From an optimization exercise on the open Yosys and OpenROAD flow, aimed at small area, a short achievable clock period and few clock cycles per item; shortcuts taken in it are not production practice.
No functional check of the RTL was part of any run shown here.
Power is estimated from default activity; no workload was simulated.

==> design/flow/design.v <==
package skf_pkg;
    localparam int VALUE_W   = 32;
    localparam int COV_FRAC  = 30;
    localparam int COV_W     = COV_FRAC + 2;
    localparam int REG_W     = COV_W;
    localparam int CFG_IDX_W = 2;
    localparam int HI_W      = COV_FRAC;           
    localparam int CNT_W     = $clog2(COV_FRAC);
    localparam logic [CNT_W-1:0] CNT_LAST = CNT_W'(COV_FRAC - 1);
    localparam logic [CFG_IDX_W-1:0] REG_PROCESS_NOISE     = CFG_IDX_W'(0);
    localparam logic [CFG_IDX_W-1:0] REG_MEASUREMENT_NOISE = CFG_IDX_W'(1);
    localparam logic [REG_W-1:0] Q_RESET = REG_W'(1073742);
    localparam logic [REG_W-1:0] R_RESET = REG_W'(10737418);
    localparam logic [HI_W-1:0]  COV_HI_RESET = HI_W'(1) << (COV_FRAC - 2);
endpackage
import skf_pkg::*;
module skf_div (
    input  logic               i_first,    
    input  logic [COV_W-1:0]   i_rem,
    input  logic [COV_W-1:0]   i_den,
    input  logic               i_f0,       
    input  logic               i_f1,       
    input  logic [COV_W-1:0]   i_pred,
    input  logic [COV_W-1:0]   i_cl,
    input  logic [HI_W-1:0]    i_ch,
    input  logic [VALUE_W-1:0] i_s,
    input  logic [VALUE_W-1:0] i_est,
    input  logic [VALUE_W-1:0] i_el,
    input  logic [HI_W-1:0]    i_eh,
    output logic [COV_W-1:0]   o_rem,
    output logic [COV_W-1:0]   o_cl,
    output logic [HI_W-1:0]    o_ch,
    output logic [VALUE_W-1:0] o_el,
    output logic [HI_W-1:0]    o_eh
);
    logic [COV_W+1:0]   trial;
    logic               q;
    logic [COV_W-1:0]   cl;
    logic [HI_W-1:0]    ch, ch_dec;
    logic [COV_W+1:0]   ct;
    logic [VALUE_W-1:0] el;
    logic [HI_W-1:0]    eh, eh_inc;
    logic [VALUE_W+1:0] et0, et1;
    logic [COV_W-1:0]   cl0, cl1;
    logic [HI_W-1:0]    ch0, ch1;
    logic [VALUE_W-1:0] el0, el1;
    logic [HI_W-1:0]    eh0, eh1;
    always_comb begin
        trial = {1'b0, i_rem, 1'b0} - {2'b0, i_den};
        q     = !i_f0 && (i_f1 || !trial[COV_W+1]);
        o_rem = trial[COV_W+1] ? {i_rem[COV_W-2:0], 1'b0} : trial[COV_W-1:0];
        cl     = i_first ? i_pred : i_cl;
        ch     = i_first ? '0 : i_ch;
        ch_dec = ch - HI_W'(1);
        ct     = {1'b0, cl, 1'b0} - {2'b0, i_pred};
        cl0    = {cl[COV_W-2:0], 1'b0};
        ch0    = {ch[HI_W-2:0], cl[COV_W-1]};
        cl1    = ct[COV_W-1:0];
        ch1    = {ct[COV_W+1] ? ch_dec[HI_W-2:0] : ch[HI_W-2:0], ct[COV_W]};
        el     = i_first ? '0 : i_el;
        eh     = i_first ? '0 : i_eh;
        eh_inc = eh + HI_W'(1);
        et0    = {1'b0, el, 1'b0} + {2'b0, i_est};
        et1    = {1'b0, el, 1'b0} + {2'b0, i_s};
        el0    = et0[VALUE_W-1:0];
        eh0    = {et0[VALUE_W+1] ? eh_inc[HI_W-2:0] : eh[HI_W-2:0], et0[VALUE_W]};
        el1    = et1[VALUE_W-1:0];
        eh1    = {et1[VALUE_W+1] ? eh_inc[HI_W-2:0] : eh[HI_W-2:0], et1[VALUE_W]};
        o_cl = q ? cl1 : cl0;
        o_ch = q ? ch1 : ch0;
        o_el = q ? el1 : el0;
        o_eh = q ? eh1 : eh0;
    end
endmodule
import skf_pkg::*;
module scalar_kalman_filter_unit (
    input  logic                                 i_clk,
    input  logic                                 i_rst_n,
    input  logic                                 i_in_valid,
    output logic                                 o_in_stall,
    input  logic signed [skf_pkg::VALUE_W-1:0]   i_sample,
    output logic                                 o_out_valid,
    input  logic                                 i_out_stall,
    output logic signed [skf_pkg::VALUE_W-1:0]   o_estimate,
    input  logic                                 i_cfg_we,
    input  logic [skf_pkg::CFG_IDX_W-1:0]        i_cfg_index,
    input  logic [skf_pkg::REG_W-1:0]            i_cfg_data
);
    logic [REG_W-1:0]   r_q, r_r;
    logic [COV_W-1:0]   r_pred, r_den, r_rem, r_cl;
    logic [HI_W-1:0]    r_ch;
    logic [VALUE_W-1:0] r_s;         
    logic [VALUE_W-1:0] r_est;       
    logic [VALUE_W-1:0] r_el;
    logic [HI_W-1:0]    r_eh;
    logic [CNT_W-1:0]   r_cnt;
    logic               r_busy, r_first, r_pend, r_out_valid, r_stall;
    logic               start, fin, last;
    logic               n_busy, n_pend, n_out_valid;
    logic [COV_W-1:0]   cov;
    logic [COV_W:0]     pq_sum;
    logic [COV_W+1:0]   pqr_sum;
    logic [COV_W-1:0]   pred, den;
    logic [VALUE_W-1:0] est_u;
    logic [VALUE_W:0]   fin_sum;
    logic [VALUE_W-1:0] est_next;
    logic               f0, f1;
    logic [COV_W-1:0]   n_rem, n_cl;
    logic [HI_W-1:0]    n_ch, n_eh;
    logic [VALUE_W-1:0] n_el;
    assign start = i_in_valid && !r_stall;
    assign fin   = r_pend && !r_out_valid;
    assign last  = r_cnt == CNT_LAST;
    assign est_u = {~r_est[VALUE_W-1], r_est[VALUE_W-2:0]};
    always_comb begin
        cov     = {r_ch, r_cl[COV_W-1:COV_W-2]};
        pq_sum  = {1'b0, cov} + {1'b0, r_q};
        pqr_sum = {2'b0, cov} + {2'b0, r_q} + {2'b0, r_r};
        pred    = pq_sum[COV_W] ? '1 : pq_sum[COV_W-1:0];
        den     = (pqr_sum[COV_W+1:COV_W] != 2'b0) ? '1 : pqr_sum[COV_W-1:0];
    end
    always_comb begin
        fin_sum  = {1'b0, r_el} + {1'b0, est_u};
        est_next = {r_eh, 2'b00} + VALUE_W'(fin_sum[VALUE_W:VALUE_W-2]);
    end
    assign f0 = r_den == '0;
    assign f1 = r_pred == r_den;
    skf_div u_step (
        .i_first (r_first),
        .i_rem   (r_rem),
        .i_den   (r_den),
        .i_f0    (f0),
        .i_f1    (f1),
        .i_pred  (r_pred),
        .i_cl    (r_cl),
        .i_ch    (r_ch),
        .i_s     (r_s),
        .i_est   (est_u),
        .i_el    (r_el),
        .i_eh    (r_eh),
        .o_rem   (n_rem),
        .o_cl    (n_cl),
        .o_ch    (n_ch),
        .o_el    (n_el),
        .o_eh    (n_eh)
    );
    always_comb begin
        n_busy      = start || (r_busy && !last);
        n_pend      = (r_busy && last) || (r_pend && !fin);
        n_out_valid = fin || (r_out_valid && i_out_stall);
    end
    always_ff @(posedge i_clk) begin
        if (!i_rst_n) begin
            r_q         <= Q_RESET;
            r_r         <= R_RESET;
            r_ch        <= COV_HI_RESET;
            r_cl[COV_W-1:COV_W-2] <= 2'b00;
            r_est       <= '0;
            r_busy      <= 1'b0;
            r_first     <= 1'b0;
            r_pend      <= 1'b0;
            r_out_valid <= 1'b0;
            r_stall     <= 1'b0;
        end else begin
            if (i_cfg_we) begin
                case (i_cfg_index)
                    REG_PROCESS_NOISE:     r_q <= i_cfg_data;
                    REG_MEASUREMENT_NOISE: r_r <= i_cfg_data;
                    default:               ;
                endcase
            end
            if (r_busy) begin
                r_cl <= n_cl;
                r_ch <= n_ch;
            end
            if (fin) r_est <= {~est_next[VALUE_W-1], est_next[VALUE_W-2:0]};
            r_busy      <= n_busy;
            r_first     <= start;
            r_pend      <= n_pend;
            r_out_valid <= n_out_valid;
            r_stall     <= n_busy || (n_pend && n_out_valid);
        end
        if (!r_busy) begin
            r_pred <= pred;
            r_den  <= den;
            r_rem  <= pred;
            r_s    <= {~i_sample[VALUE_W-1], i_sample[VALUE_W-2:0]};
            r_cnt  <= '0;
        end else begin
            r_rem  <= n_rem;
            r_el   <= n_el;
            r_eh   <= n_eh;
            r_cnt  <= r_cnt + CNT_W'(1);
        end
    end
    assign o_in_stall  = r_stall;
    assign o_out_valid = r_out_valid;
    assign o_estimate  = r_est;
endmodule
==> design/flow/run.sh <==
#!/bin/bash
# synth_recipe.tcl (not shown) runs the flow's synth.tcl, then flattens the netlist and writes it again
# the make line also repeats each setting of config.mk as NAME=value (left out here)
make -C /OpenROAD-flow-scripts/flow DESIGN_CONFIG=/design/flow/config.mk WORK_HOME=/design/flow/orfs CLKGATE_MAP_FILE= SYNTH_SCRIPT=/design/flow/synth_recipe.tcl finish
==> design/flow/config.mk <==
export PLATFORM = sky130hd
export DESIGN_NAME = scalar_kalman_filter_unit
export DESIGN_NICKNAME = scalar_kalman_filter_unit
export VERILOG_FILES = /design/flow/design.v
export SDC_FILE = /design/flow/constraint.sdc
export NUM_CORES = 4
export LEC_CHECK = 0
export CAP_MARGIN = 20
export CORE_MARGIN = 2
export CORE_UTILIZATION = 40
export SLEW_MARGIN = 20
==> design/flow/constraint.sdc <==
create_clock -name core_clock -period 12.0 [get_ports {i_clk}]
set_input_delay 2.4000 -clock core_clock [delete_from_list [all_inputs] [get_ports {i_clk}]]
set_output_delay 2.4000 -clock core_clock [all_outputs]
set_load 0.01 [all_outputs]
==> results.env, run 1 <==
DP.FINAL_HPWL_UM=57900
YS_ASYNC_SR_FRACTION_PCT=0
DESIGN.CORE.AREA_UM2=65700
POST_SYNTH_INST_COUNT=3016
SYNTH_FLOP_CELL='edfxtp_1'
CPPEAKSTAGEDELAY_NS=0.62
TIMING.CRITICAL_PATH.FANOUT_MAX=61
NUM_VIAS=22567
ROUTE.MET3.WL_UM=3850
CP_STARTPOINT_KIND='register'
PORT_BUFFERS=104
DETAIL_ROUTE.ITER0.VIOLATIONS=1910
DIEAREA_UM2=68500
PIN_COUNT_OF_THE_BIGGEST_NET_ENTERING_GLOBAL_ROUTING=92
POWER_REPORT.INTERNAL_TOTAL_W=0.00381
FINAL_LAYOUT_SIZE_SUFFIX_GT1_SHARE_PCT=6.14
MAPPEDNETLISTAREA_UM2=26500
CRITICAL_PATH_CELL_BY_CELL='buf_4 > nor2b_1 > ha_1 > fa_1 > a211oi_1 > o21ai_2 > a32oi_1 > o21ai_2 > a31oi_1 > nor4_2 > o21ai_2 > a211oi_4 > nand4_1 > mux2_1'
YOSYS_REGISTER_BITS=358
CTS_POST_SETUP_BUFFERS_INSERTED=0
ROW_COUNT=94
N_FILL_CELL=6336
HOLD_CLASS='reg -> reg'
START_UTIL_PCT=40.4
MAX_CAP_VIOL_COUNT=0
ROUTE.FINAL.WIRE_LENGTH_UM=76400
CLOCK_TREE.HTREE_LEVEL_COUNT=2
R2R_START='r_first'
CLOCK-SINKS=358
CRIT_PATH_TOP_DELAY_CELL='buf_4'
FINAL_CORE_DENSITY_PCT=45.5
N_ANTENNA_CELL=0
CLOCK_TREE.ROOT_CELL='clkbuf_16'
SLEW_OF_THE_PIN_WITH_THE_LOWEST_SLEW_MARGIN_NS=1.11
SYNTH_SEQ_AREA_SHARE_PCT=34.1
FMAXACHIEVABLE_MHz=187
FINAL_LAYOUT_NET_COUNT=3407
CRITICAL_PATH.TOP_DELAY_FAMILY='compound AO/OA/AOI/OAI gates'
WORST_PATH_REQUIRED_TIME_NS=12.34
PERIOD_MINUS_SLACK_NS=5.36
REGTOREGSETUPSLACK_NS=6.64
MOST-COMMON-LAYOUT-CELLS='nand2_1 (386), a21oi_1 (268), ha_1 (224)'
YS_WARN_COUNT=2
STARTPOINT='r_first'
WEIGHTED_CONGESTION_REPORTED_AT_THE_END_OF_ROUTABILITY_DRIVEN_PLACEMENT=0.938
POSTROUTEANTENNANETS=0
MAX-VDD-IR-DROP_V=0.000114
CTS_RESIZED=0
AVGSYNTHCELLAREA_UM2=8.80
CLK_PATH_BUF_DEPTH=3
POWER_SWITCHING_W=0.00285
POST_DRT_VIA_CELL_RATIO=5.68
CLOCK_POWER_SHARE_PCT=20.9
POWER-PER-CELL-AREA_nW_PER_UM2=223
RELSLEWSLACK_PCT=24.2
SEQPWRFRAC_PCT=28.8
NUMBER_OF_ENABLE_FLIP_FLOP_CELLS_AFTER_SYNTHESIS=188
SYN2LAYOUT_AREA_GROWTH_PCT=12.6
CP_NUM_BUF_INV=1
MIN_FROM='r_r[0]'
HOLDBUFCOUNTCTS=0
SETUP_TOTAL_NEG_SLACK_NS=0
SYNTHDISTINCTLIBCELLS=96
GRT_USAGE_PCT=22.0
OVERFLOW=0
DIE_H_UM=262
POWER.SHARE.SWITCHING_PCT=42.8
FP.DIEW_UM=262
PERIOD_SHARE_PCT=44.6
WORST_SETUP_PATH_END_KIND='register'
MET1_LENGTH_UM=34900
LEAKAGE_nW=12.3
GRT_ANTENNA_BEFORE_REPAIR=0
WORST_SETUP_HOLD_PATH_CLK_SLEW_NS=0.06
CP_DATA_ARRIVAL_TIME_NS=5.69
TOTAL_CTS_BUFFERS=46
RSZ0062_AT_GRT='no'
SETUP_VIOL_COUNT_FINAL=0
REPORT.FINAL.SLEW_VIOL_COUNT=0
VIA_COUNT_OF_THE_FIRST_GLOBAL_ROUTING_PASS=21949
DETAIL_ROUTE.DRC_VIOLATIONS=0
CRITICAL_PATH.MOST_COMMON_CELL='o21ai_2'
WORST_SKEW_PAIR.LATE_LATENCY_NS=0.60
ROUTE.DETAILED.WL_PER_INST_UM=19.2
TIMING_HOLD_VIOLATIONS_FINAL=0
DETAILROUTE.WIRELENGTH.MET2_UM=35700
COMB_POWER_SHARE_PCT=50.3
MAPPEDNETLISTNETS=3349
FIRST_PASS_GRT_WIRE_LENGTH_UM=120000
DETAIL_ROUTE.FIRST_PASS.ITERATIONS=5
IO_PINS=105
TRITONCTS='built'
MOSTFREQUENTLAYOUTCELL='nand2_1'
FINCLKSKEW_NS=0.0335
CRITICAL_PATH_CLASS='reg -> reg'
ROUTED.TOP_LAYER='met4'
RUN_STATUS='complete, no violations'
-- stage by stage --
stage / hold WS, ns / power, W / instance area [µm²] / worst slack (ns) / instances
global route: 0.491 / 0.00715 / 29900 / 6.35 / 3975
floorplan: 0.418 / 0.00440 / 26500 / 7.18 / 3016
finish: 0.457 / 0.00666 / 29900 / 6.64 / 3975
detailed placement: 0.449 / 0.00523 / 28400 / 6.71 / 3889
global placement: 0.432 / 0.00518 / 28400 / 6.86 / 3889
CTS: 0.461 / 0.00666 / 29900 / 6.69 / 3974
-- synth_stat cells (77+ instances only) --
library cell  count  area [µm²]
a21oi_1         268        1340
a21o_1           92         691
nand3_1          81         405
nor2_1          207         777
xnor2_1         145        1270
edfxtp_1        188        5650
clkbuf_1         93         349
inv_1           142         533
o21ai_0         170         851
nand2_1         386        1450
ha_1            224        2800
dfxtp_1         170        3400
xor2_1           77         674
-- sequential cells by signal, summed over array words and instances (netlist names), 5 cells and up --
name    cells
r_ch       30
r_cl       32
r_cnt       5
r_den      32
r_eh       30
r_el       32
r_est      32
r_pred     32
r_q        32
r_r        32
r_rem      32
r_s        32
-- layout make-up --
cell class                 count  area (µm²)  area share (%)
clock buffer                  60        1280            4.30
clock inverter                25         235           0.787
inverter                     144         543            1.82
multi-input combinational   2403       16500            55.3
sequential                   358        9060            30.3
tap                          864        1080            3.62
timing repair buffer         121        1170            3.90
-- power groups by stage --
| stage | registers, W | logic (W) | clock network [W] |
|---|---|---|---|
| 2_1_floorplan | 0.00182 | 0.00258 | 0 |
| 3_5_place_dp | 0.00194 | 0.00329 | 0 |
| 5_1_grt | 0.00195 | 0.00373 | 0.00147 |
| 6_report | 0.00192 | 0.00335 | 0.00139 |
| 4_1_cts | 0.00192 | 0.00332 | 0.00143 |
| 3_3_place_gp | 0.00194 | 0.00324 | 0 |
-- worst register-to-register path, stage by stage (launching register included) --
cell and delay, ns:
dfxtp_4 0.43, buf_4 0.62, nor2b_1 0.26, ha_1 0.28
fa_1 0.44, a211oi_1 0.36, o21ai_2 0.15, a32oi_1 0.54
o21ai_2 0.15, a31oi_1 0.53, nor4_2 0.13, o21ai_2 0.40
a211oi_4 0.29, nand4_1 0.20, mux2_1 0.32
-- cell families (layout without fill, tap and decap cells) --
logic type	count (synthesis)	after routing	share of synthesized area (%)
simple gates	980	980	17.4
buf+inv	255	350	3.70
fa+ha+maj	262	262	13.4
xor+xnor	222	222	7.32
mux	53	53	2.17
compound gates	886	886	21.9
flops	358	358	34.1
-- routing by layer --
metal / vias up / global-route usage (%)
met4: 0 / 6.53
met2: 627 / 36.8
met5: - / 0
met3: 127 / 2.53
met1: 10714 / 29.8
li1: 11099 / -
-- path summary, 6_finish.rpt --
| check | end | cells after the start |
|---|---|---|
| max | r_eh[9] | 14 |
| min reg2reg | r_r[0] | 2 |
| min | r_r[0] | 2 |
| max reg2reg | r_eh[9] | 14 |
==> run 2: changes to the inputs <==
==> design/flow/flow/run.sh (new file) <==
#!/bin/bash
# Standard layout, with timing repair aiming for 8.5 ns of setup slack.
set -euo pipefail
bash standard.sh SETUP_SLACK_MARGIN=8.5 finish > flow_make.log 2>&1
==> design/flow/standard.sh (new file) <==
#!/bin/bash
# synth_recipe.tcl (not shown) runs the flow's synth.tcl, then flattens the netlist and writes it again
# the make line also repeats each setting of config.mk as NAME=value (left out here)
make -C /OpenROAD-flow-scripts/flow DESIGN_CONFIG=/design/flow/config.mk WORK_HOME=/design/flow/orfs CLKGATE_MAP_FILE= SYNTH_SCRIPT=/design/flow/synth_recipe.tcl "${@:-finish}"
removed: design/flow/run.sh
==> run 2 against run 1 <==
Against the previous run:
- first-iteration DRC count shrank 3.4%
- sequential power is essentially flat
- total power grew 18%
- combinational power grew 33%
- critical path depth grew 2
- via count grew 7.8%
- final area grew 18%
- routed wire length grew 15%
- non-clock buffer count grew 223
- area after synthesis is the same
- core utilization grew 8.1 points
- critical path type unchanged
- critical endpoint is now r_eh[12]
==> results.env, run 2 <==
RUN_STATUS='complete, no violations'
VIA_COUNT_OF_THE_FIRST_GLOBAL_ROUTING_PASS=23645
MAPPEDNETLISTNETS=3349
ROW_COUNT=94
YS_ASYNC_SR_FRACTION_PCT=0
FMAXACHIEVABLE_MHz=259
ROUTE.DETAILED.WL_PER_INST_UM=20.9
OVERFLOW=0
TIMING.CRITICAL_PATH.FANOUT_MAX=7
PLACED_AREA_UM2=28500
SYNTH_FLOP_CELL='edfxtp_1'
PERIOD_SHARE_PCT=32.1
MOST-COMMON-LAYOUT-CELLS='nand2_1 (353), a21oi_1 (221), edfxtp_1 (188)'
FIRST_PASS_GRT_WIRE_LENGTH_UM=132000
REGTOREGSETUPSLACK_NS=8.15
MAPPEDNETLISTAREA_UM2=26500
CRITICAL_PATH_CLASS='reg -> reg'
SYN2LAYOUT_AREA_GROWTH_PCT=32.7
SETUP_VIOL_COUNT_FINAL=0
DIEAREA_UM2=68500
AVGSYNTHCELLAREA_UM2=8.80
GRT_USAGE_PCT=24.4
R2R_START='r_first'
DETAILEDPLACE.WORSTSLACK_NS=6.90
WORST_SETUP_PATH_END_KIND='register'
DETAIL_ROUTE.DRC_VIOLATIONS=0
CLK_PATH_BUF_DEPTH=3
SETUP_TOTAL_NEG_SLACK_NS=0
PORT_BUFFERS=104
CPPEAKSTAGEDELAY_NS=0.50
MIN_FROM='r_cnt[0]'
FINAL_LAYOUT_SIZE_SUFFIX_GT1_SHARE_PCT=25.8
TRITONCTS='built'
CRITICAL_PATH_CELL_BY_CELL='buf_6 > buf_16 > nor2b_4 > ha_4 > fa_2 > a211oi_4 > o21ai_2 > a32oi_2 > o21ai_2 > a31oi_4 > nor4_4 > o21ai_4 > buf_12 > a211oi_4 > or4b_4 > xnor2_1'
POST_SYNTH_MOST_FREQUENT_CELLS='nand2_1 (386), a21oi_1 (268), ha_1 (224)'
FINCLKSKEW_NS=0.0295
FIN_AREA_UM2=35200
POST_DRT_VIA_CELL_RATIO=5.78
WEIGHTED_CONGESTION_REPORTED_AT_THE_END_OF_ROUTABILITY_DRIVEN_PLACEMENT=0.956
SYNTH_LARGEST_AREA_CELL='edfxtp_1'
POWER-PER-CELL-AREA_nW_PER_UM2=223
PIN_COUNT_OF_THE_BIGGEST_NET_ENTERING_GLOBAL_ROUTING=97
HOLD_PATH_END='r_cnt[0]'
CP_DATA_ARRIVAL_TIME_NS=4.20
CRIT_PATH_TOP_DELAY_CELL='or4b_4'
NUMBER_OF_ENABLE_FLIP_FLOP_CELLS_AFTER_SYNTHESIS=188
REPORT.FINAL.SLEW_VIOL_COUNT=0
DESIGN.CORE.AREA_UM2=65700
YS_WARN_COUNT=2
LEAKAGE_nW=14.2
CLOCK-SINKS=358
HOLD_CLASS='reg -> reg'
WORST_SKEW_PAIR.LATE_LATENCY_NS=0.60
MOSTFREQUENTLAYOUTCELL='nand2_1'
POST_SYNTH_INST_COUNT=3016
DETAIL_ROUTE.ITER0.VIOLATIONS=1846
ROUTE.FINAL.WIRE_LENGTH_UM=87900
SETUP_WS_NS=8.15
DETAIL_ROUTE.FIRST_PASS.ITERATIONS=6
SYNTHDISTINCTLIBCELLS=96
FIN_TOTAL_PWR_W=0.00784
TIMING_HOLD_VIOLATIONS_FINAL=0
SYNTH_AREA_LEADERS='edfxtp_1 (21%), dfxtp_1 (13%), ha_1 (11%), nand2_1 (5.5%), a21oi_1 (5.1%)'
FP.DIEW_UM=262
DIE_H_UM=262
SLEW_OF_THE_PIN_WITH_THE_LOWEST_SLEW_MARGIN_NS=1.12
CP_STARTPOINT_KIND='register'
START_UTIL_PCT=40.4
HOLDBUFCOUNTCTS=0
CAPTURE_INSTANCE_OF_THE_WORST_REGISTER_TO_REGISTER_PATH='r_eh[12]'
RSZ0062_AT_GRT='yes'
CP_NUM_BUF_INV=3
MAX-VDD-IR-DROP_V=0.000128
YOSYS_REGISTER_BITS=358
POST-SYNTH-TOP-COUNT-CELL='nand2_1'
POSTROUTEANTENNANETS=0
HOLD-PATH-CELL-COUNT=1
SYNTH_SEQ_AREA_SHARE_PCT=34.1
DP.FINAL_HPWL_UM=57400
WORST_PATH_REQUIRED_TIME_NS=12.35
CRITICAL_PATH.TOP_DELAY_FAMILY='compound AO/OA/AOI/OAI gates'
MAX_CAP_VIOL_COUNT=0
N_ANTENNA_CELL=0
FINAL_LAYOUT_NET_COUNT=3635
TOTAL_CTS_BUFFERS=47
GRT_ANTENNA_BEFORE_REPAIR=2
WORST_SETUP_HOLD_PATH_CLK_SLEW_NS=0.06
POST-SYNTH-TOP-AREA-FRACTION_PCT=21.3
NUM_VIAS=24319
RELSLEWSLACK_PCT=24.4
IO_PINS=105
CLOCK_TREE.ROOT_CELL='clkbuf_16'
R2R_CELLS=16
PERIOD_MINUS_SLACK_NS=3.85
CLOCK_TREE.HTREE_LEVEL_COUNT=2
==> run 2: cell families after synthesis <==
| family | count (synthesis) | synth area share, % |
|---|---|---|
| multiplexers | 53 | 2.17 |
| XOR/XNOR | 222 | 7.32 |
| adder cells (fa/ha/maj) | 262 | 13.4 |
| AO/OA/AOI/OAI | 886 | 21.9 |
| buffers and inverters | 255 | 3.70 |
| flip-flops | 358 | 34.1 |
| AND/OR/NAND/NOR | 980 | 17.4 |
==> run 2: worst max-delay path by stage <==
stage	depth (start not counted)	to	startpoint	slack [ns]
floorplan	17	r_eh[9]	r_first	7.97
global placement	13	r_eh[12]	r_first	7.00
global route	15	r_el[30]	r_first	8.02
CTS	17	r_est[25]	r_el[2]	7.98
detailed placement	13	r_eh[12]	r_first	6.90
finish	16	r_eh[12]	r_first	8.15
==> run 2: layout make-up <==
cell class / count / area [µm²]
Clock buffer: 68 / 1400
Clock inverter: 19 / 173
Fill cell: 5659 / 30500
Inverter: 144 / 589
Multi-Input combinational cell: 2407 / 19100
Sequential cell: 358 / 9250
Tap cell: 864 / 1080
Timing Repair Buffer: 344 / 3590
==> run 2: where the power goes <==
part	switching (W)	total, W	leakage [nW]	internal, W
sequential	0.000262	0.00192	3.28	0.00166
clock	0.000595	0.00145	0.786	0.000854
combinational	0.00249	0.00447	10.2	0.00198
==> run 2: timing repair <==
item,4_1_cts,5_1_grt
pin swaps,153,144
endpoints found under the setup margin,363,223
gates cloned,15,1
setup buffers,137,75
gates resized for setup,649,241
==> run 2: per-layer routing <==
layer  part of all wire, %  GRT usage, %  vias up
met2                    48          42.0      846
met4                   3.7          9.06        2
met3                   5.5          2.67      208
met1                    43          31.7    11681
met5                 0.022             0        -
li1                      -             -    11582
==> run 2: through the flow <==
stage,utilization [%],hold slack (ns),std cells
6_report,53.6,0.454,4204
5_1_grt,53.6,0.473,4204
4_1_cts,51.0,0.457,4128
3_5_place_dp,43.3,0.445,3889
3_3_place_gp,43.3,0.435,3889
2_1_floorplan,-,0.418,3016
==> run 3: changes to the inputs <==
==> design/flow/flow/run.sh (replaced) <==
#!/bin/bash
# Standard layout, with timing repair aiming for 7 ns of setup slack.
set -euo pipefail
bash standard.sh SETUP_SLACK_MARGIN=7 finish > flow_make.log 2>&1
==> run 3 against run 2 <==
Against the previous run:
- still clean on timing, DRC and antenna
- final area decreased by 15%
- sequential cell count unchanged
- combinational power is 24% lower
- worst setup slack got worse by 0.88 ns
- sequential power is essentially flat
- register-to-register slack got worse by 0.88 ns
- clock power fell by 4%
- clock skew up 0.0018 ns
- count of clock-buffer cells in the layout shrank 8
- largest cell class unchanged
==> results.env, run 3 <==
POWER_REPORT.INTERNAL_TOTAL_W=0.00383
PERIOD_MINUS_SLACK_NS=4.74
SYNTH_AREA_LEADERS='edfxtp_1 (21%), dfxtp_1 (13%), ha_1 (11%), nand2_1 (5.5%), a21oi_1 (5.1%)'
YS_WARN_COUNT=2
SLEW_OF_THE_PIN_WITH_THE_LOWEST_SLEW_MARGIN_NS=1.09
CP_STARTPOINT_KIND='register'
SYN2LAYOUT_AREA_GROWTH_PCT=12.9
YS_ASYNC_SR_FRACTION_PCT=0
POWER.SHARE.SWITCHING_PCT=42.8
PERIOD_SHARE_PCT=39.5
NUMBER_OF_ENABLE_FLIP_FLOP_CELLS_AFTER_SYNTHESIS=188
FINCLKSKEW_NS=0.0312
GRT_ANTENNA_BEFORE_REPAIR=0
POST-SYNTH-TOP-COUNT-CELL='nand2_1'
MOST-COMMON-LAYOUT-CELLS='nand2_1 (386), a21oi_1 (268), ha_1 (224)'
CLOCK_TREE.HTREE_LEVEL_COUNT=2
YOSYS_REGISTER_BITS=358
POSTROUTEANTENNANETS=0
WORST_SKEW_PAIR.LATE_LATENCY_NS=0.60
POST_SYNTH_MOST_FREQUENT_CELLS='nand2_1 (386), a21oi_1 (268), ha_1 (224)'
PORT_BUFFERS=104
GRT_USAGE_PCT=22.0
DETAIL_ROUTE.FIRST_PASS.ITERATIONS=6
POWER_SWITCHING_W=0.00286
FIN_TOTAL_PWR_W=0.00669
DIEAREA_UM2=68500
GRTUSAGEMET3_PCT=2.53
SYNTH_SEQ_AREA_SHARE_PCT=34.1
CP_DATA_ARRIVAL_TIME_NS=5.08
RSZ0062_AT_GRT='no'
FINAL_LAYOUT_NET_COUNT=3411
SYNTH_LARGEST_AREA_CELL='edfxtp_1'
GRT_USE_MET2_PCT=36.8
FIRST_PASS_GRT_WIRE_LENGTH_UM=120000
N_FILL_CELL=6333
START_UTIL_PCT=40.4
COMB_POWER_SHARE_PCT=50.5
VIA_COUNT_OF_THE_FIRST_GLOBAL_ROUTING_PASS=21941
OVERFLOW=0
LEAKAGE_nW=12.3
CLOCK-SINKS=358
MAPPEDNETLISTAREA_UM2=26500
FMAXACHIEVABLE_MHz=211
MAX-VDD-IR-DROP_V=0.000113
IO_PINS=105
CLK_PATH_BUF_DEPTH=3
CRITICAL_PATH_CLASS='reg -> reg'
MAX_CAP_VIOL_COUNT=0
DETAILEDPLACE.WORSTSLACK_NS=6.71
TOP_USAGE_LAYER='met2'
DETAIL_ROUTE.ITER0.VIOLATIONS=1834
CRITICAL_PATH.MOST_COMMON_CELL='a21oi_1'
MAPPEDNETLISTNETS=3349
RELSLEWSLACK_PCT=25.6
SEQPWRFRAC_PCT=28.7
CRITICAL_PATH.TOP_DELAY_FAMILY='compound AO/OA/AOI/OAI gates'
DETAIL_ROUTE.DRC_VIOLATIONS=0
ROUTE.DETAILED.WL_PER_INST_UM=19.2
WEIGHTED_CONGESTION_REPORTED_AT_THE_END_OF_ROUTABILITY_DRIVEN_PLACEMENT=0.938
DESIGN.CORE.AREA_UM2=65700
CP_NUM_BUF_INV=2
TIMING.CRITICAL_PATH.FANOUT_MAX=31
POST-SYNTH-TOP-AREA-FRACTION_PCT=21.3
SETUP_VIOL_COUNT_FINAL=0
WORST_PATH_REQUIRED_TIME_NS=12.35
NUM_VIAS=22660
CLOCK_POWER_SHARE_PCT=20.8
TIMING_HOLD_VIOLATIONS_FINAL=0
WORST_SETUP_PATH_END_KIND='register'
CRITICAL_PATH_CELL_BY_CELL='fa_1 > ha_1 > inv_1 > fa_1 > nor2b_1 > o31ai_1 > a21oi_1 > a21oi_1 > o21ai_0 > a211o_1 > a21oi_1 > and3_1 > o21a_1 > buf_4 > a21bo_2'
SYNTH_FLOP_CELL='edfxtp_1'
POWER-PER-CELL-AREA_nW_PER_UM2=223
MOSTFREQUENTLAYOUTCELL='nand2_1'
POST_DRT_VIA_CELL_RATIO=5.69
SYNTHDISTINCTLIBCELLS=96
RUN_STATUS='complete, no violations'
FINAL_LAYOUT_SIZE_SUFFIX_GT1_SHARE_PCT=6.39
WORST_SETUP_HOLD_PATH_CLK_SLEW_NS=0.06
DP.FINAL_HPWL_UM=57900
AVGSYNTHCELLAREA_UM2=8.80
POST_SYNTH_INST_COUNT=3016
ROUTE.FINAL.WIRE_LENGTH_UM=76600
DIE_H_UM=262
SETUP_WS_NS=7.26
SETUP_TOTAL_NEG_SLACK_NS=0
REPORT.FINAL.SLEW_VIOL_COUNT=0
TRITONCTS='built'
CLOCK_TREE.ROOT_CELL='clkbuf_16'
PIN_COUNT_OF_THE_BIGGEST_NET_ENTERING_GLOBAL_ROUTING=92
FP.DIEW_UM=262
WORST_HOLD_SLACK_NS=0.457
CRIT_PATH_TOP_DELAY_CELL='dfxtp_1'
HOLDBUFCOUNTCTS=0
N_ANTENNA_CELL=0
TOTAL_CTS_BUFFERS=46
ROW_COUNT=94
HOLD_CLASS='reg -> reg'
GROUTE.LAYER.MET1.USAGE_PCT=29.8
CPPEAKSTAGEDELAY_NS=0.52
## run 3: cell count changes in the layout (fill, tap and decap cells not counted), sizes merged, moves of 3 or more
cell	before	now
clkinv	13	20
clkdlybuf4s50	70	104
clkbuf	69	61
buf	269	19
bufbuf	3	0
## run 3: area by class of cell
| class | count | area [µm²] | area share (%) |
|---|---|---|---|
| Multi-Input combinational cell | 2404 | 16600 | 55.3 |
| Sequential cell | 358 | 9060 | 30.2 |
| Clock inverter | 25 | 235 | 0.785 |
| Tap cell | 864 | 1080 | 3.61 |
| Inverter | 144 | 547 | 1.82 |
| Timing Repair Buffer | 124 | 1200 | 4.01 |
| Clock buffer | 60 | 1280 | 4.29 |
## run 3: logic make-up after synthesis
| logic type | Yosys count | share of synthesized area (%) |
|---|---|---|
| simple gates | 980 | 17.4 |
| compound gates | 886 | 21.9 |
| flops | 358 | 34.1 |
| fa+ha+maj | 262 | 13.4 |
| buf+inv | 255 | 3.70 |
| xor+xnor | 222 | 7.32 |
| mux | 53 | 2.17 |
## run 3: power groups by stage
stage,Clock (W),Sequential (W),Combinational (W)
final,0.00139,0.00192,0.00338
after global routing,0.00147,0.00195,0.00375
after CTS,0.00143,0.00192,0.00332
after detailed placement,0,0.00194,0.00329
after global placement,0,0.00194,0.00324
after floorplan,0,0.00182,0.00258
## run 3: stage by stage
stage	area, µm²	utilization (%)	std cells
finish	30000	45.6	3979
floorplan	26500	-	3016
global placement	28400	43.2	3889
detailed placement	28400	43.2	3889
CTS	29900	45.5	3974
global route	30000	45.6	3979
## run 3: worst register-to-register path, stage by stage (launching register included)
cell and delay (ns):
dfxtp_1 0.52, fa_1 0.48, ha_1 0.23, inv_1 0.08, fa_1 0.17, nor2b_1 0.07
o31ai_1 0.42, a21oi_1 0.23, a21oi_1 0.31, o21ai_0 0.39, a211o_1 0.40, a21oi_1 0.23
and3_1 0.20, o21a_1 0.11, buf_4 0.33, a21bo_2 0.33
## run 3: path summary, 6_finish.rpt
kind	end	slack, ns	start	cells past startpoint
max	r_den[5]	7.26	r_cl[31]	15
min	r_r[0]	0.46	r_r[0]	2
max reg2reg	r_den[5]	7.26	r_cl[31]	15
min reg2reg	r_r[0]	0.46	r_r[0]	2
## run 3: timing repair
| item | CTS | global route |
|---|---|---|
| resized for setup | 3 | 5 |
| endpoints found under the hold margin | 0 | 0 |
| setup buffers | 0 | 3 |
| gates cloned | 0 | 1 |
| pin swaps | 0 | 1 |
| setup endpoints to repair | 20 | 20 |
## run 3: metal layers
layer	wire length, µm	part of all wire, %
met5	0	0
met4	1890	2.5
met3	3900	5.1
met2	35900	47
met1	34800	46
==> run 4: changes to the inputs <==
--- a/design/flow/design.v
+++ b/design/flow/design.v
@@ -39,6 +39,5 @@
     logic [HI_W-1:0]    ch, ch_dec;
     logic [COV_W+1:0]   ct;
-    logic [VALUE_W-1:0] el;
-    logic [HI_W-1:0]    eh, eh_inc;
+    logic [HI_W-1:0]    eh_inc;
     logic [VALUE_W+1:0] et0, et1;
     logic [COV_W-1:0]   cl0, cl1;
@@ -52,5 +51,5 @@
         cl     = i_first ? i_pred : i_cl;
         ch     = i_first ? '0 : i_ch;
-        ch_dec = ch - HI_W'(1);
+        ch_dec = i_ch - HI_W'(1);
         ct     = {1'b0, cl, 1'b0} - {2'b0, i_pred};
         cl0    = {cl[COV_W-2:0], 1'b0};
@@ -58,13 +57,11 @@
         cl1    = ct[COV_W-1:0];
         ch1    = {ct[COV_W+1] ? ch_dec[HI_W-2:0] : ch[HI_W-2:0], ct[COV_W]};
-        el     = i_first ? '0 : i_el;
-        eh     = i_first ? '0 : i_eh;
-        eh_inc = eh + HI_W'(1);
-        et0    = {1'b0, el, 1'b0} + {2'b0, i_est};
-        et1    = {1'b0, el, 1'b0} + {2'b0, i_s};
+        eh_inc = i_eh + HI_W'(1);
+        et0    = {1'b0, i_el, 1'b0} + {2'b0, i_est};
+        et1    = {1'b0, i_el, 1'b0} + {2'b0, i_s};
         el0    = et0[VALUE_W-1:0];
-        eh0    = {et0[VALUE_W+1] ? eh_inc[HI_W-2:0] : eh[HI_W-2:0], et0[VALUE_W]};
+        eh0    = {et0[VALUE_W+1] ? eh_inc[HI_W-2:0] : i_eh[HI_W-2:0], et0[VALUE_W]};
         el1    = et1[VALUE_W-1:0];
-        eh1    = {et1[VALUE_W+1] ? eh_inc[HI_W-2:0] : eh[HI_W-2:0], et1[VALUE_W]};
+        eh1    = {et1[VALUE_W+1] ? eh_inc[HI_W-2:0] : i_eh[HI_W-2:0], et1[VALUE_W]};
         o_cl = q ? cl1 : cl0;
         o_ch = q ? ch1 : ch0;
@@ -87,7 +84,9 @@
     input  logic [skf_pkg::REG_W-1:0]            i_cfg_data
 );
+    logic               r_rst_n;
     logic [REG_W-1:0]   r_q, r_r;
     logic [COV_W-1:0]   r_pred, r_den, r_rem, r_cl;
     logic [HI_W-1:0]    r_ch;
+    logic               r_cov_one;   
     logic [VALUE_W-1:0] r_s;         
     logic [VALUE_W-1:0] r_est;       
@@ -96,5 +95,5 @@
     logic [CNT_W-1:0]   r_cnt;
     logic               r_busy, r_first, r_pend, r_out_valid, r_stall;
-    logic               start, fin, last;
+    logic               start, fin, last, clr_e;
     logic               n_busy, n_pend, n_out_valid;
     logic [COV_W-1:0]   cov;
@@ -103,5 +102,7 @@
     logic [COV_W-1:0]   pred, den;
     logic [VALUE_W-1:0] est_u;
-    logic [VALUE_W:0]   fin_sum;
+    logic               c29;
+    logic [2:0]         fin_k;
+    logic [HI_W-1:0]    eh_inc;
     logic [VALUE_W-1:0] est_next;
     logic               f0, f1;
@@ -109,10 +110,11 @@
     logic [HI_W-1:0]    n_ch, n_eh;
     logic [VALUE_W-1:0] n_el;
-    assign start = i_in_valid && !r_stall;
+    assign start = i_in_valid && !o_in_stall;
     assign fin   = r_pend && !r_out_valid;
+    assign clr_e = !r_pend || !r_out_valid;
     assign last  = r_cnt == CNT_LAST;
     assign est_u = {~r_est[VALUE_W-1], r_est[VALUE_W-2:0]};
     always_comb begin
-        cov     = {r_ch, r_cl[COV_W-1:COV_W-2]};
+        cov     = r_cov_one ? COV_W'(1) << COV_FRAC : {r_ch, r_cl[COV_W-1:COV_W-2]};
         pq_sum  = {1'b0, cov} + {1'b0, r_q};
         pqr_sum = {2'b0, cov} + {2'b0, r_q} + {2'b0, r_r};
@@ -121,6 +123,8 @@
     end
     always_comb begin
-        fin_sum  = {1'b0, r_el} + {1'b0, est_u};
-        est_next = {r_eh, 2'b00} + VALUE_W'(fin_sum[VALUE_W:VALUE_W-2]);
+        c29      = ({1'b0, r_el[COV_FRAC-1:0]} + {1'b0, est_u[COV_FRAC-1:0]}) >> COV_FRAC;
+        fin_k    = {1'b0, r_el[VALUE_W-1:COV_FRAC]} + {1'b0, est_u[VALUE_W-1:COV_FRAC]} + {2'b0, c29};
+        eh_inc   = r_eh + HI_W'(1);
+        est_next = {fin_k[2] ? eh_inc : r_eh, fin_k[1:0]};
     end
     assign f0 = r_den == '0;
@@ -151,9 +155,11 @@
     end
     always_ff @(posedge i_clk) begin
-        if (!i_rst_n) begin
-            r_q         <= Q_RESET;
-            r_r         <= R_RESET;
-            r_ch        <= COV_HI_RESET;
-            r_cl[COV_W-1:COV_W-2] <= 2'b00;
+        r_rst_n <= i_rst_n;
+        if (i_cfg_we && i_cfg_index == REG_PROCESS_NOISE) r_q <= i_cfg_data;
+        else if (!r_rst_n) r_q <= Q_RESET;
+        if (i_cfg_we && i_cfg_index == REG_MEASUREMENT_NOISE) r_r <= i_cfg_data;
+        else if (!r_rst_n) r_r <= R_RESET;
+        if (!r_rst_n) begin
+            r_cov_one   <= 1'b1;
             r_est       <= '0;
             r_busy      <= 1'b0;
@@ -163,15 +169,5 @@
             r_stall     <= 1'b0;
         end else begin
-            if (i_cfg_we) begin
-                case (i_cfg_index)
-                    REG_PROCESS_NOISE:     r_q <= i_cfg_data;
-                    REG_MEASUREMENT_NOISE: r_r <= i_cfg_data;
-                    default:               ;
-                endcase
-            end
-            if (r_busy) begin
-                r_cl <= n_cl;
-                r_ch <= n_ch;
-            end
+            if (start) r_cov_one <= 1'b0;
             if (fin) r_est <= {~est_next[VALUE_W-1], est_next[VALUE_W-2:0]};
             r_busy      <= n_busy;
@@ -181,4 +177,8 @@
             r_stall     <= n_busy || (n_pend && n_out_valid);
         end
+        if (r_busy) begin
+            r_cl <= n_cl;
+            r_ch <= n_ch;
+        end
         if (!r_busy) begin
             r_pred <= pred;
@@ -187,4 +187,8 @@
             r_s    <= {~i_sample[VALUE_W-1], i_sample[VALUE_W-2:0]};
             r_cnt  <= '0;
+            if (clr_e) begin
+                r_el <= '0;
+                r_eh <= '0;
+            end
         end else begin
             r_rem  <= n_rem;
@@ -194,6 +198,6 @@
         end
     end
-    assign o_in_stall  = r_stall;
-    assign o_out_valid = r_out_valid;
+    assign o_in_stall  = r_stall || !r_rst_n;
+    assign o_out_valid = r_out_valid && r_rst_n;
     assign o_estimate  = r_est;
 endmodule
==> design/flow/flow/run.sh (replaced) <==
#!/bin/bash
# Standard layout, with timing repair aiming for 8.5 ns of setup slack.
set -euo pipefail
bash standard.sh SETUP_SLACK_MARGIN=8.5 finish > flow_make.log 2>&1
==> run 4 against run 3 <==
Against the previous run:
- first-iteration DRC count shrank 3.0%
- clock power decreased by 4%
- global-route usage is 0.61 points higher
- sequential power up 8%
- clock skew up 0.0078 ns
- worst hold slack better by 0.018 ns
- core utilization rose by 6.5 points
- via count grew 2.9%
- die area rose by 1.1%
- critical path depth unchanged
- sequential cell count is 2 higher
==> results.env, run 4 <==
RUN_STATUS='complete, no violations'
DETAIL_ROUTE.FIRST_PASS.ITERATIONS=5
FP.DIEW_UM=263
PERIOD_MINUS_SLACK_NS=3.91
FINAL_LAYOUT_NET_COUNT=3497
MAPPEDNETLISTNETS=3233
CLOCK_TREE.HTREE_LEVEL_COUNT=2
POSTROUTEANTENNANETS=0
SETUP_VIOL_COUNT_FINAL=0
OVERFLOW=0
CP_DATA_ARRIVAL_TIME_NS=4.25
WORST_PATH_REQUIRED_TIME_NS=12.34
ROUTE.DETAILED.WL_PER_INST_UM=20.6
YOSYS_REGISTER_BITS=360
CLK_PATH_BUF_DEPTH=3
SYNTHDISTINCTLIBCELLS=79
HOLD_CLASS='reg -> reg'
RELSLEWSLACK_PCT=32.4
SLEW_OF_THE_PIN_WITH_THE_LOWEST_SLEW_MARGIN_NS=1.01
HOLD_PATH_END='r_cnt[0]'
POST_SYNTH_INST_COUNT=2903
START_UTIL_PCT=40.6
DP.FINAL_HPWL_UM=53800
YS_ASYNC_SR_FRACTION_PCT=0
GRT_ANTENNA_BEFORE_REPAIR=0
TIMING_HOLD_VIOLATIONS_FINAL=0
R2R_CELLS=15
VIA_COUNT_OF_THE_FIRST_GLOBAL_ROUTING_PASS=22357
DETAIL_ROUTE.ITER0.VIOLATIONS=1779
SYNTH_SEQ_AREA_SHARE_PCT=37.4
DETAILEDPLACE.WORSTSLACK_NS=6.94
MAX-VDD-IR-DROP_V=0.000142
WORST_SETUP_HOLD_PATH_CLK_SLEW_NS=0.06
DIE_H_UM=263
SYN2LAYOUT_AREA_GROWTH_PCT=28.2
MIN_FROM='r_cnt[0]'
HOLD-PATH-CELL-COUNT=1
DIEAREA_UM2=69200
ROW_COUNT=94
CLOCK-SINKS=360
N_FILL_CELL=5856
POWER-PER-CELL-AREA_nW_PER_UM2=245
WORST_HOLD_SLACK_NS=0.476
TIMING.CRITICAL_PATH.FANOUT_MAX=8
POST-SYNTH-TOP-AREA-FRACTION_PCT=31.8
FIRST_PASS_GRT_WIRE_LENGTH_UM=126000
NUM_VIAS=23320
MOSTFREQUENTLAYOUTCELL='edfxtp_1'
HOLDBUFCOUNTCTS=0
FMAXACHIEVABLE_MHz=256
REGTOREGSETUPSLACK_NS=8.09
GRT_USAGE_PCT=22.6
WEIGHTED_CONGESTION_REPORTED_AT_THE_END_OF_ROUTABILITY_DRIVEN_PLACEMENT=0.969
PERIOD_SHARE_PCT=32.6
POST_DRT_VIA_CELL_RATIO=5.73
SETUP_WS_NS=8.09
CAPTURE_INSTANCE_OF_THE_WORST_REGISTER_TO_REGISTER_PATH='r_den[2]'
WORST_SETUP_PATH_END_KIND='register'
CRITICAL_PATH_CLASS='reg -> reg'
PORT_BUFFERS=104
RSZ0062_AT_GRT='yes'
WORST_SKEW_PAIR.LATE_LATENCY_NS=0.59
CLOCK_TREE.ROOT_CELL='clkbuf_16'
SYNTH_FLOP_CELL='edfxtp_1'
DESIGN.CORE.AREA_UM2=66100
MAX_CAP_VIOL_COUNT=0
FINAL_LAYOUT_SIZE_SUFFIX_GT1_SHARE_PCT=21.7
REPORT.FINAL.SLEW_VIOL_COUNT=0
SYNTH_LARGEST_AREA_CELL='edfxtp_1'
LEAKAGE_nW=14.4
AVGSYNTHCELLAREA_UM2=9.25
MAPPEDNETLISTAREA_UM2=26800
ROUTE.FINAL.WIRE_LENGTH_UM=83800
POST_SYNTH_MOST_FREQUENT_CELLS='edfxtp_1 (284), a21oi_1 (264), nand2_1 (251)'
NUMBER_OF_ENABLE_FLIP_FLOP_CELLS_AFTER_SYNTHESIS=284
CP_STARTPOINT_KIND='register'
N_ANTENNA_CELL=0
IO_PINS=105
SETUP_TOTAL_NEG_SLACK_NS=0
TOTAL_CTS_BUFFERS=44
FINCLKSKEW_NS=0.0390
MOST-COMMON-LAYOUT-CELLS='edfxtp_1 (284), nand2_1 (231), a21oi_1 (230)'
TRITONCTS='built'
POST-SYNTH-TOP-COUNT-CELL='edfxtp_1'
DETAIL_ROUTE.DRC_VIOLATIONS=0
SYNTH_AREA_LEADERS='edfxtp_1 (32%), ha_1 (10%), dfxtp_1 (5.7%), a21oi_1 (4.9%), xnor2_1 (4.1%)'
R2R_START='r_cl[31]'
YS_WARN_COUNT=2
STARTPOINT='r_cl[31]'
PIN_COUNT_OF_THE_BIGGEST_NET_ENTERING_GLOBAL_ROUTING=91
run 4: cell types whose count changed in the layout (fill, tap and decap cells not counted), moves of 50 or more:
| cell | change |
|---|---|
| and2_1 | +53 |
| buf_6 | +50 |
| nand2_1 | -155 |
| edfxtp_1 | +96 |
| dfxtp_1 | -129 |
| o21ai_0 | -63 |
| buf_4 | +124 |
run 4: power breakdown:
| part | switching, W | internal [W] |
|---|---|---|
| combinational | 0.00278 | 0.00225 |
| clock | 0.000552 | 0.000792 |
| sequential | 0.000307 | 0.00176 |
run 4: stage by stage:
stage | area, µm² | cells | utilization, % | total power, W
floorplan | 27300 | 2903 | - | 0.00492
global placement | 29000 | 3782 | 43.8 | 0.00575
detailed placement | 29000 | 3782 | 43.8 | 0.00581
CTS | 32800 | 3990 | 49.6 | 0.00788
global route | 34400 | 4067 | 52.1 | 0.00897
finish | 34400 | 4067 | 52.1 | 0.00844
run 4: metal layers:
layer | global-route usage [%] | part of all wire [%] | vias up | wire length [µm]
li1 | - | - | 11106 | -
met1 | 31.2 | 45 | 11367 | 37900
met2 | 37.6 | 47 | 706 | 39400
met3 | 2.56 | 5.2 | 141 | 4380
met4 | 5.99 | 2.5 | 0 | 2090
met5 | 0 | 0 | - | 0
run 4: area by class of cell:
class / count / area [µm²] / share of cell area [%]
Clock buffer: 70 / 1340 / 3.90
Multi-Input combinational cell: 2315 / 17900 / 51.9
Sequential cell: 360 / 10200 / 29.6
Clock inverter: 12 / 126 / 0.367
Timing Repair Buffer: 312 / 3330 / 9.66
Inverter: 134 / 515 / 1.50
Tap cell: 864 / 1080 / 3.14
run 4: worst max-delay path by stage:
stage	end	slack, ns	cells past startpoint
6_report	r_den[2]	8.09	15
5_1_grt	r_est[30]	7.92	20
4_1_cts	r_den[12]	8.08	15
3_5_place_dp	r_den[12]	6.94	13
3_3_place_gp	r_ch[17]	7.02	14
2_1_floorplan	r_den[0]	8.32	17
run 4: kinds of logic after synthesis:
| family | count (synthesis) | synth area share (%) |
|---|---|---|
| buffers and inverters | 238 | 3.38 |
| AOI/OAI and AO/OA | 793 | 18.6 |
| muxes | 49 | 1.99 |
| DFF | 360 | 37.4 |
| adders and majority gates | 259 | 13.2 |
| and+or+nand+nor | 969 | 17.8 |
| xor gates and xnor gates | 235 | 7.67 |
run 4: repair_timing:
item                                   CTS  global route
pin swaps                               95            98
cloned                                  24             6
gates resized for setup                442           224
endpoints found under the hold margin    0             0
setup buffers                          102            71
setup endpoints to repair              330           221
run 4: critical path, stage by stage (launching register included):
cell,delay (ns)
edfxtp_1,0.42
nor2b_4,0.19
inv_2,0.05
fa_1,0.50
inv_2,0.05
ha_4,0.16
fa_2,0.35
a211oi_2,0.22
o211ai_1,0.17
a41o_1,0.27
a31oi_4,0.23
o41ai_4,0.10
a211oi_2,0.33
and3_4,0.30
o21a_4,0.25
nand2b_1,0.08

-- afterwards: timing with drivers on the ports --
The flow's constraints put no driver on any port. The routed layouts listed below were extracted and timed again, unchanged, in two steps.
Step 1, drivers: a clkbuf_16 drives i_clk and a buf_2 each remaining input, both assumed.
Step 2 also shifts input and output timing later by t, the mid clock arrival at the registers, as if the neighbouring blocks saw the same clock.
a / b / c = ideal / step 1 / step 2; a / b = the first two.
| run | t (ns) | setup slack, ns | worst register clock-pin slew, ns |
|---|---|---|---|
| run 1 | 0.647 | 6.645 / 6.645 / 6.645 | 0.07 / 0.07 |
| run 2 | 0.648 | 8.145 / 8.145 / 7.927 | 0.07 / 0.07 |
| run 3 | 0.647 | 7.265 / 7.265 / 7.079 | 0.06 / 0.06 |
| run 4 | 0.635 | 8.090 / 8.090 / 8.090 | 0.06 / 0.06 |
After both steps every run listed still meets setup and hold. The setup slack of run 2, which loses most, moves by 0.000 ns with the drivers and by -0.218 ns with both steps.
